What follows belongs to an exercise in optimizing a design on an open flow for a short achievable clock period and few clock cycles; a production flow would make more cautious choices.
Function was checked by simulation only, so behaviour that the tests miss may differ from the original.
Power and IR drop assume default switching activity.

## before
==> flow/design.v (excerpt) <==
module seq_store_top (
  input  wire logic                  clk_i,
  input  wire logic                  rst_ni,
  input  wire logic                  rx_deshfu_valid_i,
  output logic                       rx_deshfu_ready_o,
  input  wire store_pkg::seq_entry_t rx_deshfu_i,
  input  wire logic                  txn_valid_i,
  output logic                       txn_ready_o,
  input  wire store_pkg::txn_beat_t  txn_i,
  input  wire logic                  meta_valid_i,
  output logic                       meta_ready_o,
  input  wire store_pkg::meta_t      meta_i,
  output logic                       axi_w_valid_o,
  input  wire logic                  axi_w_ready_i,
  output store_pkg::w_beat_t         axi_w_o
);
make LEC_CHECK=0 CAP_MARGIN=20 CORE_MARGIN=2 CORE_UTILIZATION=58 CTS_CLUSTER_DIAMETER=80 CTS_CLUSTER_SIZE=30 SETUP_SLACK_MARGIN=4.0 SLEW_MARGIN=20 finish   # period 6.3 ns
run.sh (not shown) runs the stock make flow with config.mk's settings and CLKGATE_MAP_FILE= SYNTH_SCRIPT=/design/flow/synth_recipe.tcl, a recipe that flattens the netlist after the stock synthesis.
Testbench counts of before, summed over its fixed seeds: cycles 8,528.
[inputs] after vs before
--- a/flow/design.v
+++ b/flow/design.v
@@ -22,16 +22,17 @@
   } meta_t;
   typedef struct packed {
     logic [4*BUS_NIBBLES-1:0] data;
     logic [BUS_BYTES-1:0]     strb;
     logic                     last;
   } w_beat_t;
   typedef struct packed {
     logic [BUS_NB_W:0]       size;     
+    logic [SEQ_NB_W:0]       fill;     
     logic [BUS_NB_W-1:0]     lower;
     logic [BUS_NIBBLES-1:0]  win;      
     logic                    last;
     logic                    final_;
   } txn_dec_t;
   typedef struct packed {
     logic [SEQ_NB_W-1:0]     rot;      
     logic [SEQ_NB_W-1:0]     ptr;      
@@ -39,17 +40,17 @@
     logic                    need2;    
     logic [BUS_NIBBLES-1:0]  win;
     logic                    last;
   } plan_t;
   localparam int unsigned OUT_CAP = 3;   
   localparam int unsigned ENTRY_W   = 5 * SEQ_NIBBLES;
   localparam int unsigned TXN_W     = 12;
   localparam int unsigned META_W    = 10;
-  localparam int unsigned TXN_DEC_W = 2 * BUS_NB_W + 1 + BUS_NIBBLES + 2;
+  localparam int unsigned TXN_DEC_W = 2 * BUS_NB_W + 1 + SEQ_NB_W + 1 + BUS_NIBBLES + 2;
   localparam int unsigned BEAT_W    = 4 * BUS_NIBBLES + BUS_BYTES + 1;
 endpackage
 `default_nettype wire
 `timescale 1ns/1ps
 `default_nettype none
 module word_queue #(
   parameter int unsigned SW    = 8,
   parameter int unsigned DEPTH = 4,
@@ -247,28 +248,25 @@
   logic             plan_v_q;
   store_pkg::plan_t plan_q;
   store_pkg::plan_t plan_d;
   logic             adv;
   logic [NW:0]   ends_f, ends_c;
   logic [NW-1:0] rot_f, rot_c;
   logic [1:0]    pops_f, pops_c;
   logic          gt32_f, gt32_c;
-  function automatic logic [1:0] pops_of(input logic [NW:0] ends, input logic final_);
-    logic ge32, gt32;
-    ge32 = ends[NW];
-    gt32 = ge32 && (ends[NW-1:0] != '0);
-    pops_of = final_ ? (gt32 ? 2'd2 : 2'd1) : {1'b0, ge32};
-  endfunction
+  logic ge32_f, ge32_c;
   assign ends_f = {1'b0, meta_off_i} + {1'b0, txn_i.size};
   assign ends_c = {1'b0, ptr_q}      + {1'b0, txn_i.size};
-  assign gt32_f = ends_f[NW] && (ends_f[NW-1:0] != '0);
-  assign gt32_c = ends_c[NW] && (ends_c[NW-1:0] != '0);
-  assign pops_f = pops_of(ends_f, txn_i.final_);
-  assign pops_c = pops_of(ends_c, txn_i.final_);
+  assign ge32_f = {1'b0, meta_off_i} >= txn_i.fill;
+  assign ge32_c = {1'b0, ptr_q}      >= txn_i.fill;
+  assign gt32_f = {1'b0, meta_off_i} >  txn_i.fill;
+  assign gt32_c = {1'b0, ptr_q}      >  txn_i.fill;
+  assign pops_f = txn_i.final_ ? (gt32_f ? 2'd2 : 2'd1) : {1'b0, ge32_f};
+  assign pops_c = txn_i.final_ ? (gt32_c ? 2'd2 : 2'd1) : {1'b0, ge32_c};
   assign rot_f  = meta_off_i - {1'b0, txn_i.lower};
   assign rot_c  = ptr_q      - {1'b0, txn_i.lower};
   assign adv = txn_v_i && (cont_q || meta_v_i) && (!plan_v_q || plan_take_i);
   always_comb begin
     plan_d.rot   = !cont_q ? rot_f  : rot_c;
     plan_d.ptr   = !cont_q ? meta_off_i : ptr_q;
     plan_d.pops  = !cont_q ? pops_f : pops_c;
     plan_d.need2 = !cont_q ? gt32_f : gt32_c;
@@ -492,29 +490,32 @@
   localparam int unsigned NW = store_pkg::SEQ_NB_W;
   localparam int unsigned DW = store_pkg::TXN_DEC_W;
   store_pkg::txn_beat_t txn_raw;
   store_pkg::txn_dec_t  txn_dec;
   store_pkg::txn_dec_t  txn_head;
   logic                 txn_head_v;
   logic                 txn_pop;
   logic [4:0]  size_hl, size_h;
+  logic [5:0]  fill_hl, fill_l;
   logic [15:0] win_lo, win_up;
   always_comb begin
     size_hl = txn_raw.lbn - {1'b0, txn_raw.addr_off};
     size_h  = 5'd16 - {1'b0, txn_raw.addr_off};
     for (int i = 0; i < store_pkg::BUS_NIBBLES; i++) begin
       win_lo[i] = 4'(i) >= txn_raw.addr_off;
       win_up[i] = 5'(i) < txn_raw.lbn;
     end
+    fill_hl = 6'd32 - {1'b0, txn_raw.lbn} + {2'b0, txn_raw.addr_off};
+    fill_l  = 6'd32 - {1'b0, txn_raw.lbn};
     case ({txn_raw.is_head, txn_raw.is_last})
-      2'b11:   txn_dec.size = size_hl;
-      2'b10:   txn_dec.size = size_h;
-      2'b01:   txn_dec.size = txn_raw.lbn;
-      default: txn_dec.size = 5'd16;
+      2'b11:   begin txn_dec.size = size_hl;     txn_dec.fill = fill_hl; end
+      2'b10:   begin txn_dec.size = size_h;      txn_dec.fill = {2'b01, txn_raw.addr_off}; end
+      2'b01:   begin txn_dec.size = txn_raw.lbn; txn_dec.fill = fill_l; end
+      default: begin txn_dec.size = 5'd16;       txn_dec.fill = 6'd16; end
     endcase
     txn_dec.lower  = txn_raw.is_head ? txn_raw.addr_off : 4'd0;
     txn_dec.win    = (txn_raw.is_head ? win_lo : 16'hffff) & (txn_raw.is_last ? win_up : 16'hffff);
     txn_dec.last   = txn_raw.is_last;
     txn_dec.final_ = txn_raw.is_final;
   end
   staged_queue #(.IW(store_pkg::TXN_W), .SW(DW), .DEPTH(4)) u_txn_q (
     .clk_i    (clk_i),
--- outcome ---
- Time the final worst path needs with I/O delays and setup (after over before): decrease, 9.4 ps
- after against before: worst hold-check slack increased 18 ps; final hold violation count barely changed.
- When after is set beside before, its synthesized cell count turns out to be 76 larger.
- The proportion of synthesized chip area in sequential cells of before and that of after are within noise of each other.
- Detailed route wirelength on metal2, before and after, higher one = before.
- Iteration-0 DRC count of the detailed router (after vs. before) decreases slightly
- Multi-input logic portion of the cell area: after vs before — no meaningful difference
- The fraction of layout instances using a drive strength above 1 in after was lower than what before gave.
- after closes out successfully: all stages finished, all timing, DRC and antenna checks passed.
- Compared with before, in after cell area now larger; wire length now larger; number of nets in the synthesized netlist now larger; pin count of the biggest net entering global routing now smaller.
Testbench counts of after, summed over its fixed seeds: cycles 8,528.

RTL: one of the versions met above, not the one the previous note started from.
Size: about 3600 cells after synthesis, roughly 1300 flip-flops.
==> module w_beat_fifo, before the edit <==
module w_beat_fifo (
  input  wire logic               clk_i,
  input  wire logic               rst_ni,
  input  wire logic               push_i,
  input  wire store_pkg::w_beat_t beat_i,
  output logic                    w_valid_o,
  input  wire logic               w_ready_i,
  output store_pkg::w_beat_t      w_o,
  output logic                    w_pop_o
);
  localparam int unsigned BW = store_pkg::BEAT_W;
  logic [2:0][BW-1:0] ring_q;
  logic [BW-1:0]      out_q;
  logic               out_v_q;
  logic [1:0]         wr_q;
  logic [1:0]         rd_q;
  logic [1:0]         rd1;
  logic [1:0]         cnt_q;
  logic [1:0]         cnt_d;
  logic               pop;
  logic [BW-1:0]      head_d;
  function automatic logic [1:0] next3(input logic [1:0] p);
    next3 = (p == 2'd2) ? 2'd0 : p + 2'd1;
  endfunction
  assign pop   = out_v_q && w_ready_i;
  assign rd1   = next3(rd_q);
  assign cnt_d = cnt_q + {1'b0, push_i} - {1'b0, pop};
  always_comb begin
    if (pop) begin
      head_d = (cnt_q >= 2'd2) ? ring_q[rd1] : beat_i;
    end else begin
      head_d = (cnt_q >= 2'd1) ? ring_q[rd_q] : beat_i;
    end
  end
  always_ff @(posedge clk_i or negedge rst_ni) begin
    if (!rst_ni) begin
      out_v_q <= 1'b0;
      wr_q    <= '0;
      rd_q    <= '0;
      cnt_q   <= '0;
    end else begin
      out_v_q <= cnt_d != 2'd0;
      cnt_q   <= cnt_d;
      if (push_i) wr_q <= next3(wr_q);
      if (pop)    rd_q <= rd1;
    end
  end
  always_ff @(posedge clk_i) begin
    for (int k = 0; k < 3; k++) begin
      if (push_i && wr_q == 2'(k)) ring_q[k] <= beat_i;
    end
    out_q <= head_d;
  end
  assign w_valid_o = out_v_q;
  assign w_o       = out_q;
  assign w_pop_o   = pop;
endmodule
clock: 6.3 ns
lec_check: 0
cap_margin: 20
core_margin: 2
core_utilization: 58
cts_cluster_diameter: 80
cts_cluster_size: 22
setup_slack_margin: 4.0
slew_margin: 20
Testbench counts at the start, summed over its fixed seeds: cycles 8,528.
Edit:
--- a/flow/design.v
+++ b/flow/design.v
@@ -436,5 +436,5 @@
     next3 = (p == 2'd2) ? 2'd0 : p + 2'd1;
   endfunction
-  assign pop   = out_v_q && w_ready_i;
+  assign pop   = (cnt_q != 2'd0) && w_ready_i;
   assign rd1   = next3(rd_q);
   assign cnt_d = cnt_q + {1'b0, push_i} - {1'b0, pop};
Worst setup slack is about the same.
Clock power shrinks by about 0.8%.
Wire length is higher by 7.8%.
Via count is higher by 7.8%.
Hold slack stays flat.
Non-clock buffer count increases by 34.
Utilization grows by 1.3 points.
Area after synthesis rose by 2.4%.
Testbench counts after the change, summed over its fixed seeds: cycles 8,528.

-- afterwards: timing with drivers on the ports --
The flow's constraints put no driver on any port. The routed layouts listed below were extracted and timed again, unchanged, in two steps. Step 1: set_driving_cell puts a clkbuf_16 on clk_i and a buf_2 on each other input, an assumption about the parent block. Step 2 times the ports against the registers' clock, not the clock port: input delays grow and output delays shrink by t, the midpoint of the rising clock arrivals with the driver on. a / b / c = no drivers / after step 1 / after step 2; a / b = the first two.
run | shift t [ns] | setup slack, ns | worst hold slack (ns) | worst setup path at the end | clock arrival spread, ns
before | 0.772 | 3.798 / 3.719 / 3.280 | 0.334 / 0.334 / 0.334 | input to register | 0.028 / 0.028
after | 0.770 | 3.807 / 3.730 / 3.284 | 0.353 / 0.353 / 0.353 | input to register | 0.023 / 0.023
the first run of note 2 | 0.722 | 3.842 / 3.768 / 3.317 | 0.348 / 0.348 / 0.348 | input to register | 0.040 / 0.039
the second run of note 2 | 0.736 | 3.842 / 3.775 / 3.295 | 0.347 / 0.347 / 0.347 | input to register | 0.034 / 0.033
After both steps every run listed still meets setup and hold. The setup slack of the second run of note 2, which loses most, moves by -0.067 ns with the drivers and by -0.547 ns with both steps.
